Source: an optimization exercise on an open RTL-to-GDS flow (aim: small area and a short achievable clock period). Production flows keep margins and buffers that such runs may drop.
Only simulation tests tie the RTL to the original design; equivalence was not proved.
Power figures rest on the tool's default switching activity, not on a simulated workload.

<file path="flow/design.v">
package noc_pkg;
	localparam int num_nodes = 8;
	localparam int node_w = $clog2(num_nodes);
	localparam int num_ports = 3;
	localparam int num_vcs = 2;
	localparam int vc_w = $clog2(num_vcs);
	localparam int vc_depth = 2;
	localparam int flit_data_w = 15;
	localparam int flit_w = 2 + vc_w + flit_data_w;
	localparam int kind_lsb = vc_w + flit_data_w;
	localparam int vc_lsb = flit_data_w;
	localparam logic [1:0] port_anticlockwise = 2'd0;
	localparam logic [1:0] port_clockwise = 2'd1;
	localparam logic [1:0] port_across = 2'd2;
	localparam logic [1:0] port_local = 2'd3;
	localparam logic [1:0] kind_tail = 2'b00;
	localparam logic [1:0] kind_head = 2'b01;
	localparam logic [1:0] kind_body = 2'b10;
	localparam logic [1:0] kind_header = 2'b11;
	function automatic logic [1:0] route_dir(input logic [2:0] dest,
		input logic [2:0] cur);
		logic [2:0] d;
		d = dest - cur;
		case (d)
			3'd0: route_dir = port_local;
			3'd1, 3'd2: route_dir = port_clockwise;
			3'd6, 3'd7: route_dir = port_anticlockwise;
			default: route_dir = port_across;
		endcase
	endfunction
endpackage
`timescale 1ns/100ps
module vc_fifo #(
	parameter int depth = noc_pkg::vc_depth
) (
	input logic clk,
	input logic reset,
	input logic wr_en,
	input logic [noc_pkg::flit_w-1:0] wr_flit,
	input logic rd_en,
	output logic [noc_pkg::flit_w-1:0] front,
	output logic full,
	output logic empty
);
	localparam int flit_w = noc_pkg::flit_w;
	logic [flit_w-1:0] mem [0:depth-1];
	logic [$clog2(depth)-1:0] wr_ptr;
	logic [$clog2(depth)-1:0] rd_ptr;
	logic [$clog2(depth+1)-1:0] count;
	logic do_wr;
	logic do_rd;
	assign do_wr = wr_en && !full;
	assign do_rd = rd_en && !empty;
	assign full = (count == depth);
	assign empty = (count == 0);
	assign front = mem[rd_ptr];
	always_ff @(posedge clk)
	begin
		if (do_wr)
			mem[wr_ptr] <= wr_flit;
	end
	always_ff @(posedge clk)
	begin
		if (reset)
		begin
			wr_ptr <= '0;
			rd_ptr <= '0;
			count <= '0;
		end
		else
		begin
			if (do_wr)
				wr_ptr <= (wr_ptr == depth - 1) ? '0 : wr_ptr + 1'b1;
			if (do_rd)
				rd_ptr <= (rd_ptr == depth - 1) ? '0 : rd_ptr + 1'b1;
			case ({do_wr, do_rd})
				2'b10: count <= count + 1'b1;
				2'b01: count <= count - 1'b1;
				default: count <= count;
			endcase
		end
	end
endmodule
`timescale 1ns/100ps
module input_port (
	input logic clk,
	input logic reset,
	input logic [noc_pkg::flit_w-1:0] flit,
	input logic valid,
	output logic [noc_pkg::num_vcs-1:0] vc_free,
	output logic [noc_pkg::num_vcs-1:0] vc_full,
	output logic [noc_pkg::num_vcs*noc_pkg::flit_w-1:0] front,
	output logic [noc_pkg::num_vcs-1:0] not_empty,
	input logic [noc_pkg::num_vcs-1:0] dequeue
);
	localparam int num_vcs = noc_pkg::num_vcs;
	localparam int flit_w = noc_pkg::flit_w;
	localparam int kind_lsb = noc_pkg::kind_lsb;
	logic [num_vcs-1:0] wr_en;
	logic [num_vcs-1:0] full;
	logic [num_vcs-1:0] empty;
	logic [num_vcs-1:0] reserved;
	logic [num_vcs-1:0] set_res;
	logic [num_vcs-1:0] clr_res;
	logic opens_packet;
	logic [1:0] in_kind;
	assign in_kind = flit[kind_lsb +: 2];
	assign opens_packet = (in_kind == noc_pkg::kind_head) || (in_kind == noc_pkg::kind_header);
	for (genvar v = 0; v < num_vcs; v++)
	begin : g_vc
		logic [1:0] front_kind;
		assign wr_en[v] = valid && (flit[noc_pkg::vc_lsb +: noc_pkg::vc_w] == v) && !full[v];
		vc_fifo #(
			.depth(noc_pkg::vc_depth)
		) i_vc_fifo (
			.clk(clk),
			.reset(reset),
			.wr_en(wr_en[v]),
			.wr_flit(flit),
			.rd_en(dequeue[v]),
			.front(front[v*flit_w +: flit_w]),
			.full(full[v]),
			.empty(empty[v])
		);
		assign set_res[v] = wr_en[v] && opens_packet;
		assign front_kind = front[v*flit_w + kind_lsb +: 2];
		assign clr_res[v] = dequeue[v] && !empty[v] &&
			((front_kind == noc_pkg::kind_tail) || (front_kind == noc_pkg::kind_header));
	end
	assign not_empty = ~empty;
	assign vc_free = ~reserved;
	assign vc_full = full;
	always_ff @(posedge clk)
	begin
		if (reset)
		begin
			reserved <= '0;
		end
		else
		begin
			for (int v = 0; v < num_vcs; v++)
			begin
				if (set_res[v])
					reserved[v] <= 1'b1;
				else if (clr_res[v])
					reserved[v] <= 1'b0;
			end
		end
	end
endmodule
`timescale 1ns/100ps
module rr_arbiter #(
	parameter int width = 6
) (
	input logic clk,
	input logic reset,
	input logic [width-1:0] req,
	input logic advance,
	output logic [width-1:0] grant
);
	logic [$clog2(width)-1:0] ptr;
	logic [$clog2(width)-1:0] winner;
	logic found;
	logic [$clog2(width):0] cand;
	always_comb
	begin
		grant = '0;
		winner = '0;
		found = 1'b0;
		cand = '0;
		for (int i = 0; i < width; i++)
		begin
			cand = ptr + i;
			if (cand >= width)
				cand = cand - width;
			if (!found && req[cand])
			begin
				found = 1'b1;
				grant[cand] = 1'b1;
				winner = cand[$clog2(width)-1:0];
			end
		end
	end
	always_ff @(posedge clk)
	begin
		if (reset)
			ptr <= '0;
		else if (advance && found)
			ptr <= (winner == width - 1) ? '0 : winner + 1'b1;
	end
endmodule
`timescale 1ns/100ps
module output_switch #(
	parameter logic [noc_pkg::node_w-1:0] node_id = '0
) (
	input logic clk,
	input logic reset,
	input logic [noc_pkg::num_vcs*noc_pkg::flit_w-1:0] across_front,
	input logic [noc_pkg::num_vcs-1:0] across_not_empty,
	output logic [noc_pkg::num_vcs-1:0] across_dequeue,
	input logic [noc_pkg::num_vcs*noc_pkg::flit_w-1:0] clockwise_front,
	input logic [noc_pkg::num_vcs-1:0] clockwise_not_empty,
	output logic [noc_pkg::num_vcs-1:0] clockwise_dequeue,
	input logic [noc_pkg::num_vcs*noc_pkg::flit_w-1:0] anticlockwise_front,
	input logic [noc_pkg::num_vcs-1:0] anticlockwise_not_empty,
	output logic [noc_pkg::num_vcs-1:0] anticlockwise_dequeue,
	input logic [noc_pkg::num_ports*noc_pkg::num_vcs-1:0] adj_vc_free,
	input logic [noc_pkg::num_ports*noc_pkg::num_vcs-1:0] adj_vc_full,
	output logic [noc_pkg::flit_w-1:0] out_flit_across,
	output logic [noc_pkg::flit_w-1:0] out_flit_clockwise,
	output logic [noc_pkg::flit_w-1:0] out_flit_anticlockwise,
	output logic [noc_pkg::num_ports-1:0] out_valid,
	output logic [noc_pkg::flit_w-1:0] eject_flit,
	output logic eject_valid
);
	localparam int num_ports = noc_pkg::num_ports;
	localparam int num_vcs = noc_pkg::num_vcs;
	localparam int num_bufs = num_ports * num_vcs;
	localparam int flit_w = noc_pkg::flit_w;
	localparam int kind_lsb = noc_pkg::kind_lsb;
	localparam int vc_lsb = noc_pkg::vc_lsb;
	localparam int dest_lsb = noc_pkg::flit_data_w - noc_pkg::node_w;
	logic [num_bufs-1:0][flit_w-1:0] front_a;
	logic [num_bufs-1:0] nonempty;
	logic [num_bufs-1:0] deq;
	logic [num_bufs-1:0] head_front;
	logic [num_bufs-1:0][1:0] dir;
	logic [num_bufs-1:0][1:0] lock_dir;
	logic [num_ports:0][num_bufs-1:0] req;
	logic [num_ports:0][num_bufs-1:0] grant;
	logic [num_ports:0][flit_w-1:0] win_flit;
	logic [num_ports:0][2:0] win_idx;
	logic [num_ports:0][flit_w-1:0] flit_q;
	logic [num_ports:0] valid_q;
	logic [num_ports:0] out_locked;
	logic [num_ports:0][2:0] lock_owner;
	for (genvar v = 0; v < num_vcs; v++)
	begin : g_gather
		assign front_a[noc_pkg::port_anticlockwise*num_vcs+v] = anticlockwise_front[v*flit_w +: flit_w];
		assign front_a[noc_pkg::port_clockwise*num_vcs+v] = clockwise_front[v*flit_w +: flit_w];
		assign front_a[noc_pkg::port_across*num_vcs+v] = across_front[v*flit_w +: flit_w];
	end
	assign nonempty[noc_pkg::port_anticlockwise*num_vcs +: num_vcs] = anticlockwise_not_empty;
	assign nonempty[noc_pkg::port_clockwise*num_vcs +: num_vcs] = clockwise_not_empty;
	assign nonempty[noc_pkg::port_across*num_vcs +: num_vcs] = across_not_empty;
	assign anticlockwise_dequeue = deq[noc_pkg::port_anticlockwise*num_vcs +: num_vcs];
	assign clockwise_dequeue = deq[noc_pkg::port_clockwise*num_vcs +: num_vcs];
	assign across_dequeue = deq[noc_pkg::port_across*num_vcs +: num_vcs];
	always_comb
	begin
		for (int b = 0; b < num_bufs; b++)
		begin
			head_front[b] = (front_a[b][kind_lsb +: 2] == noc_pkg::kind_head) ||
				(front_a[b][kind_lsb +: 2] == noc_pkg::kind_header);
			dir[b] = head_front[b] ?
				noc_pkg::route_dir(front_a[b][dest_lsb +: 3], node_id) : lock_dir[b];
		end
	end
	always_comb
	begin
		logic ok_lock;
		logic ok_flow;
		ok_lock = 1'b0;
		ok_flow = 1'b0;
		for (int o = 0; o <= num_ports; o++)
		begin
			for (int b = 0; b < num_bufs; b++)
			begin
				ok_lock = !out_locked[o] || (lock_owner[o] == b);
				if (o == noc_pkg::port_local)
					ok_flow = 1'b1;
				else if (head_front[b])
					ok_flow = adj_vc_free[o*num_vcs+front_a[b][vc_lsb]] &&
						!adj_vc_full[o*num_vcs+front_a[b][vc_lsb]];
				else
					ok_flow = !adj_vc_full[o*num_vcs+front_a[b][vc_lsb]];
				req[o][b] = nonempty[b] && (dir[b] == o) && ok_lock && ok_flow;
			end
		end
	end
	for (genvar o = 0; o <= num_ports; o++)
	begin : g_arb
		rr_arbiter #(
			.width(num_bufs)
		) i_rr_arbiter (
			.clk(clk),
			.reset(reset),
			.req(req[o]),
			.advance(|grant[o]),
			.grant(grant[o])
		);
	end
	always_comb
	begin
		deq = '0;
		for (int o = 0; o <= num_ports; o++)
		begin
			win_flit[o] = '0;
			win_idx[o] = '0;
			for (int b = 0; b < num_bufs; b++)
			begin
				if (grant[o][b])
				begin
					win_flit[o] = front_a[b];
					win_idx[o] = b[2:0];
				end
			end
			deq = deq | grant[o];
		end
	end
	always_ff @(posedge clk)
	begin
		flit_q <= win_flit;
	end
	always_ff @(posedge clk)
	begin
		if (reset)
		begin
			valid_q <= '0;
			out_locked <= '0;
			lock_owner <= '0;
			for (int b = 0; b < num_bufs; b++)
				lock_dir[b] <= noc_pkg::port_local;
		end
		else
		begin
			for (int o = 0; o <= num_ports; o++)
			begin
				valid_q[o] <= |grant[o];
				if (|grant[o] && win_flit[o][kind_lsb +: 2] == noc_pkg::kind_head)
				begin
					out_locked[o] <= 1'b1;
					lock_owner[o] <= win_idx[o];
				end
				else if (|grant[o] && win_flit[o][kind_lsb +: 2] == noc_pkg::kind_tail)
					out_locked[o] <= 1'b0;
			end
			for (int b = 0; b < num_bufs; b++)
			begin
				if (deq[b] && front_a[b][kind_lsb +: 2] == noc_pkg::kind_head)
					lock_dir[b] <= dir[b];
			end
		end
	end
	assign out_flit_across = flit_q[noc_pkg::port_across];
	assign out_flit_clockwise = flit_q[noc_pkg::port_clockwise];
	assign out_flit_anticlockwise = flit_q[noc_pkg::port_anticlockwise];
	assign out_valid = valid_q[num_ports-1:0];
	assign eject_flit = flit_q[noc_pkg::port_local];
	assign eject_valid = valid_q[noc_pkg::port_local];
endmodule
`timescale 1ns/100ps
module spidergon_node #(
	parameter logic [noc_pkg::node_w-1:0] node_id = 0
) (
	input logic clk,
	input logic reset,
	input logic [noc_pkg::flit_w-1:0] in_flit_across,
	input logic [noc_pkg::flit_w-1:0] in_flit_clockwise,
	input logic [noc_pkg::flit_w-1:0] in_flit_anticlockwise,
	input logic [noc_pkg::num_ports-1:0] in_valid,
	output logic [noc_pkg::num_ports*noc_pkg::num_vcs-1:0] vc_free,
	output logic [noc_pkg::num_ports*noc_pkg::num_vcs-1:0] vc_full,
	output logic [noc_pkg::flit_w-1:0] out_flit_across,
	output logic [noc_pkg::flit_w-1:0] out_flit_clockwise,
	output logic [noc_pkg::flit_w-1:0] out_flit_anticlockwise,
	output logic [noc_pkg::num_ports-1:0] out_valid,
	input logic [noc_pkg::num_ports*noc_pkg::num_vcs-1:0] adj_vc_free,
	input logic [noc_pkg::num_ports*noc_pkg::num_vcs-1:0] adj_vc_full,
	output logic [noc_pkg::flit_w-1:0] eject_flit,
	output logic eject_valid
);
	localparam int num_vcs = noc_pkg::num_vcs;
	localparam int flit_w = noc_pkg::flit_w;
	logic [num_vcs*flit_w-1:0] across_front;
	logic [num_vcs*flit_w-1:0] clockwise_front;
	logic [num_vcs*flit_w-1:0] anticlockwise_front;
	logic [num_vcs-1:0] across_not_empty;
	logic [num_vcs-1:0] clockwise_not_empty;
	logic [num_vcs-1:0] anticlockwise_not_empty;
	logic [num_vcs-1:0] across_dequeue;
	logic [num_vcs-1:0] clockwise_dequeue;
	logic [num_vcs-1:0] anticlockwise_dequeue;
	input_port i_input_port_across (
		.clk(clk),
		.reset(reset),
		.flit(in_flit_across),
		.valid(in_valid[noc_pkg::port_across]),
		.vc_free(vc_free[noc_pkg::port_across*num_vcs +: num_vcs]),
		.vc_full(vc_full[noc_pkg::port_across*num_vcs +: num_vcs]),
		.front(across_front),
		.not_empty(across_not_empty),
		.dequeue(across_dequeue)
	);
	input_port i_input_port_clockwise (
		.clk(clk),
		.reset(reset),
		.flit(in_flit_clockwise),
		.valid(in_valid[noc_pkg::port_clockwise]),
		.vc_free(vc_free[noc_pkg::port_clockwise*num_vcs +: num_vcs]),
		.vc_full(vc_full[noc_pkg::port_clockwise*num_vcs +: num_vcs]),
		.front(clockwise_front),
		.not_empty(clockwise_not_empty),
		.dequeue(clockwise_dequeue)
	);
	input_port i_input_port_anticlockwise (
		.clk(clk),
		.reset(reset),
		.flit(in_flit_anticlockwise),
		.valid(in_valid[noc_pkg::port_anticlockwise]),
		.vc_free(vc_free[noc_pkg::port_anticlockwise*num_vcs +: num_vcs]),
		.vc_full(vc_full[noc_pkg::port_anticlockwise*num_vcs +: num_vcs]),
		.front(anticlockwise_front),
		.not_empty(anticlockwise_not_empty),
		.dequeue(anticlockwise_dequeue)
	);
	output_switch #(
		.node_id(node_id)
	) i_output_switch (
		.clk(clk),
		.reset(reset),
		.across_front(across_front),
		.across_not_empty(across_not_empty),
		.across_dequeue(across_dequeue),
		.clockwise_front(clockwise_front),
		.clockwise_not_empty(clockwise_not_empty),
		.clockwise_dequeue(clockwise_dequeue),
		.anticlockwise_front(anticlockwise_front),
		.anticlockwise_not_empty(anticlockwise_not_empty),
		.anticlockwise_dequeue(anticlockwise_dequeue),
		.adj_vc_free(adj_vc_free),
		.adj_vc_full(adj_vc_full),
		.out_flit_across(out_flit_across),
		.out_flit_clockwise(out_flit_clockwise),
		.out_flit_anticlockwise(out_flit_anticlockwise),
		.out_valid(out_valid),
		.eject_flit(eject_flit),
		.eject_valid(eject_valid)
	);
endmodule
</file>
<file path="flow/constraint.sdc">
create_clock -name core_clock -period 6.0 [get_ports {clk}]
set_input_delay 1.2000 -clock core_clock [delete_from_list [all_inputs] [get_ports {clk}]]
set_output_delay 1.2000 -clock core_clock [all_outputs]
set_load 0.01 [all_outputs]
</file>
<file path="flow/run.sh">
#!/bin/bash
# synth_recipe.tcl (not shown) runs the flow's synth.tcl, then flattens the netlist and writes it again
# the make line also repeats each setting of config.mk as NAME=value (left out here)
make -C /OpenROAD-flow-scripts/flow DESIGN_CONFIG=/design/flow/config.mk WORK_HOME=/design/flow/orfs CLKGATE_MAP_FILE= SYNTH_SCRIPT=/design/flow/synth_recipe.tcl finish
</file>
<file path="flow/config.mk">
export PLATFORM = sky130hd
export DESIGN_NAME = spidergon_node
export DESIGN_NICKNAME = spidergon_node
export VERILOG_FILES = /design/flow/design.v
export SDC_FILE = /design/flow/constraint.sdc
export NUM_CORES = 4
export LEC_CHECK = 0
export CAP_MARGIN = 20
export CORE_MARGIN = 2
export CORE_UTILIZATION = 40
export SLEW_MARGIN = 20
</file>
==> impl_metrics.json <==
{
  "outcome": "complete, no violations",
  "power_switching_mw": 7.195,
  "synth-async-reset-ratio": 0,
  "arrival_ns": 6.25,
  "wl_per_cell_um": 25.48,
  "detail_route.iter0.violations": 2761,
  "vias_per_cell": 6.143,
  "crit_fanout": 15,
  "hold_path_class": "flip-flop to flip-flop",
  "ys.flop_type": "edfxtp_1",
  "synth_area_mm2": 0.02603,
  "synth_seq_cells": 368,
  "syn_area_per_cell_um2": 9.260,
  "skew_ns": 0.01982,
  "p_total_mw": 15.36,
  "h-tree-depth": 2,
  "hold_viol_final": 0,
  "synth_warnings": 4,
  "synthesis.nets": 3028,
  "period_share": 0.9571,
  "intPower_mw": 8.168,
  "p_leak_nw": 11.25,
  "synth_edf_count": 216,
  "grt_pass1_vias": 22750,
  "fp.dieH_um": 259.1,
  "dieArea_mm2": 0.06714,
  "ys_seq_area_frac": 0.3661,
  "final_nets": 3227,
  "grt_pass1_wl_um": 146300,
  "overflow": 0,
  "antenna_found_initial": 1,
  "holdWs_ns": 0.4704,
  "wl_um": 99360,
  "clkPwrFrac": 0.177,
  "insertion_delay_ns": 0.58,
  "setup-violations-final": 0,
  "relSlewSlack": 0.2809,
  "ios": 159,
  "yosys-top-cells-count": "edfxtp_1, nor2_1, nand2_1",
  "synth.area.top_cells": "edfxtp_1, dfxtp_1, ha_1",
  "ctsLongestPathBuffers": 3,
  "netlist.area_leader.share": 0.2492,
  "synthCells": 2811,
  "rsz0062_at_grt": "no",
  "period_minus_slack_ns": 5.742,
  "initial_core_util": 0.4045,
  "place.gp.congestion": 0.9727,
  "drc": 0,
  "path_class": "flip-flop to flip-flop",
  "cts.sinks": 368,
  "cts_root_buffer": "clkbuf_16",
  "cp.required_ns": 6.51,
  "portBuffers": 158,
  "max_freq_ghz": 0.1741,
  "rows": 93,
  "core_area_mm2": 0.06435,
  "grt.total_usage": 0.2870,
  "chipWidth_um": 259.1,
  "dp.cells": 3821,
  "yosys.area.top_type": "edfxtp_1",
  "ant_nets": 0,
  "yosysMostFrequentCell": "edfxtp_1",
  "post-dp-hpwl_um": 74860,
  "setup_tns_ns": 0,
  "clk_pin_slew_ns": 0.06,
  "antenna_cells": 0,
  "worst_setup_path_start_kind": "flip-flop",
  "firstDrtPassIters": 6,
  "combPwrFrac": 0.599,
  "area_growth_pct": 17.83,
  "grt_max_degree": 49,
  "drive_gt1_frac": 0.1252,
  "vdd_drop_max_mv": 0.2907,
  "tritoncts": "built",
  "cellPowerDensity_mw_per_mm2": 500.9,
  "drv_cap": 0,
  "maxSlewViolCount": 0,
  "synth_cell_types": 114,
  "sw_frac_of_total": 0.4683,
  "cp-end-kind": "flip-flop",
  "cts_buffers": 42,
  "worst_pin_slew_ns": 1.071,
  "vias": 23950,
  "p_seq_frac": 0.224,
  "stdcell_count": 3899
}
critical path, stage by stage, from the launching register on:
cell and delay [ns]:
dfxtp_1 0.77, mux2i_4 0.66, mux2_2 0.41, a221oi_1 0.54
and3_1 0.31, o22a_1 0.14, nand4_1 0.26, or3b_2 0.57
o31ai_1 0.41, a211oi_2 0.12, buf_4 0.25, and4_1 0.25
nor2_1 0.17, ha_1 0.29, or3_1 0.37, a21oi_1 0.16
metal layers:
| layer | global-route usage | part of all wire | vias to the layer above |
|---|---|---|---|
| li1 | - | - | 11070 |
| met1 | 0.3801 | 0.42 | 11600 |
| met2 | 0.4703 | 0.46 | 1089 |
| met3 | 0.04208 | 0.076 | 198 |
| met4 | 0.1154 | 0.043 | 2 |
| met5 | 0 | 0.00015 | - |
placed cells by master, fill, tap and decap left out, drive strengths merged, types with 51 or more instances in the layout:
cell | synthesis | final
edfxtp | 216 | 216
nor2 | 214 | 214
nand2 | 206 | 206
mux2i | 159 | 159
clkdlybuf4s50 | 0 | 157
o21ai | 155 | 155
buf | 73 | 153
dfxtp | 152 | 152
ha | 146 | 146
a21oi | 137 | 137
inv | 129 | 132
o22ai | 114 | 114
nand3 | 77 | 77
a211oi | 71 | 71
and2 | 66 | 66
mux2 | 65 | 65
nor3 | 64 | 64
nand4 | 54 | 54
clkbuf | 82 | 51
state kept, by name, indices dropped and copies added (netlist names), 4 cells and up, named ones only:
signal                                           flops
i_input_port_across.g_vc.i_vc_fifo.mem              72
i_input_port_anticlockwise.g_vc.i_vc_fifo.mem       72
i_input_port_clockwise.g_vc.i_vc_fifo.mem           72
i_output_switch.flit_q                              72
i_output_switch.g_arb.i_rr_arbiter.ptr              12
i_output_switch.lock_dir                            12
i_output_switch.lock_owner                          12
i_input_port_across.g_vc.i_vc_fifo.count             4
i_input_port_anticlockwise.g_vc.i_vc_fifo.count      4
i_input_port_clockwise.g_vc.i_vc_fifo.count          4
i_output_switch.out_locked                           4
i_output_switch.valid_q                              4
final cells by class:
cell class | count | area, µm²
inverters | 132 | 495.5
clock inverters | 27 | 334.1
clock buffers | 51 | 1116
multi-input cells | 2156 | 15370
fillers | 6044 | 33680
repair buffers | 310 | 2755
well taps | 855 | 1070
flip-flops and latches | 368 | 9532
kinds of logic after synthesis:
| logic type | Yosys count | synth area share |
|---|---|---|
| AO/OA/AOI/OAI | 817 | 0.2208 |
| XOR/XNOR | 71 | 0.02389 |
| adder cells (fa/ha/maj) | 146 | 0.07018 |
| buffers and inverters | 287 | 0.04682 |
| flip-flops | 368 | 0.3661 |
| multiplexers | 224 | 0.09426 |
| AND/OR/NAND/NOR | 898 | 0.1780 |
worst paths after layout:
kind,slack (ns),to,cells after the start,from
setup reg to reg,0.26,flip-flop,15,flip-flop
hold / removal,0.47,i_output_switch.g_arb[1].i_rr_arbiter.ptr[1]$_SDFFE_PP0P_,2,i_output_switch.g_arb[1].i_rr_arbiter.ptr[1]$_SDFFE_PP0P_
hold reg to reg,0.47,i_output_switch.g_arb[1].i_rr_arbiter.ptr[1]$_SDFFE_PP0P_,2,i_output_switch.g_arb[1].i_rr_arbiter.ptr[1]$_SDFFE_PP0P_
setup / recovery,0.26,flip-flop,15,flip-flop
through the flow:
step,utilization,worst slack (ns),cell area [µm²]
final,0.4767,0.2576,30670
after global routing,0.4767,0.04704,30670
after CTS,0.4763,0.2820,30650
after detailed placement,0.4538,0.08150,29200
after global placement,0.4538,0.05848,29200
after floorplan,-,0.1609,26030
timing repair:
| action | in CTS | in global routing |
|---|---|---|
| buffers inserted | 0 | 0 |
| endpoints found under the setup margin | 0 | 11 |
| resized for setup | 0 | 5 |
| hold buffers | 0 | 0 |
power by group through the flow:
stage / clock network, mW / registers [mW] / logic, mW
6_report: 2.73 / 3.44 / 9.20
5_1_grt: 2.87 / 3.48 / 9.84
3_5_place_dp: 0 / 3.47 / 8.96
2_1_floorplan: 0 / 3.43 / 5.63
4_1_cts: 2.76 / 3.43 / 9.03
3_3_place_gp: 0 / 3.47 / 8.91

-- what the ideal ports hide --
How much do the figures lean on ideal ports? The routed layout below was timed once more, with nothing changed but the port constraints.
Step 1 sets driving cells, clkbuf_16 on the clock port and buf_2 on the other inputs (assumed; they add their load-dependent delay and slew).
Step 2, shift: input delay + t, output delay - t, t = (earliest + latest rising clock arrival at the registers) / 2. This alone moves slack from input paths to output paths.
a / b / c = no drivers / after step 1 / after step 2; a / b = the first two.
t (ns): 0.633
slack for setup (ns): 0.258 / 0.258 / -0.012
worst setup path after step 2: input to register
worst register clock-pin slew, ns: 0.07 / 0.07
pins driven straight from the clock port: 1
Met with ideal ports but missed after step 2: setup timing in this run. For this run, drivers alone change the setup slack by 0.000 ns; drivers and shift together by -0.270 ns.
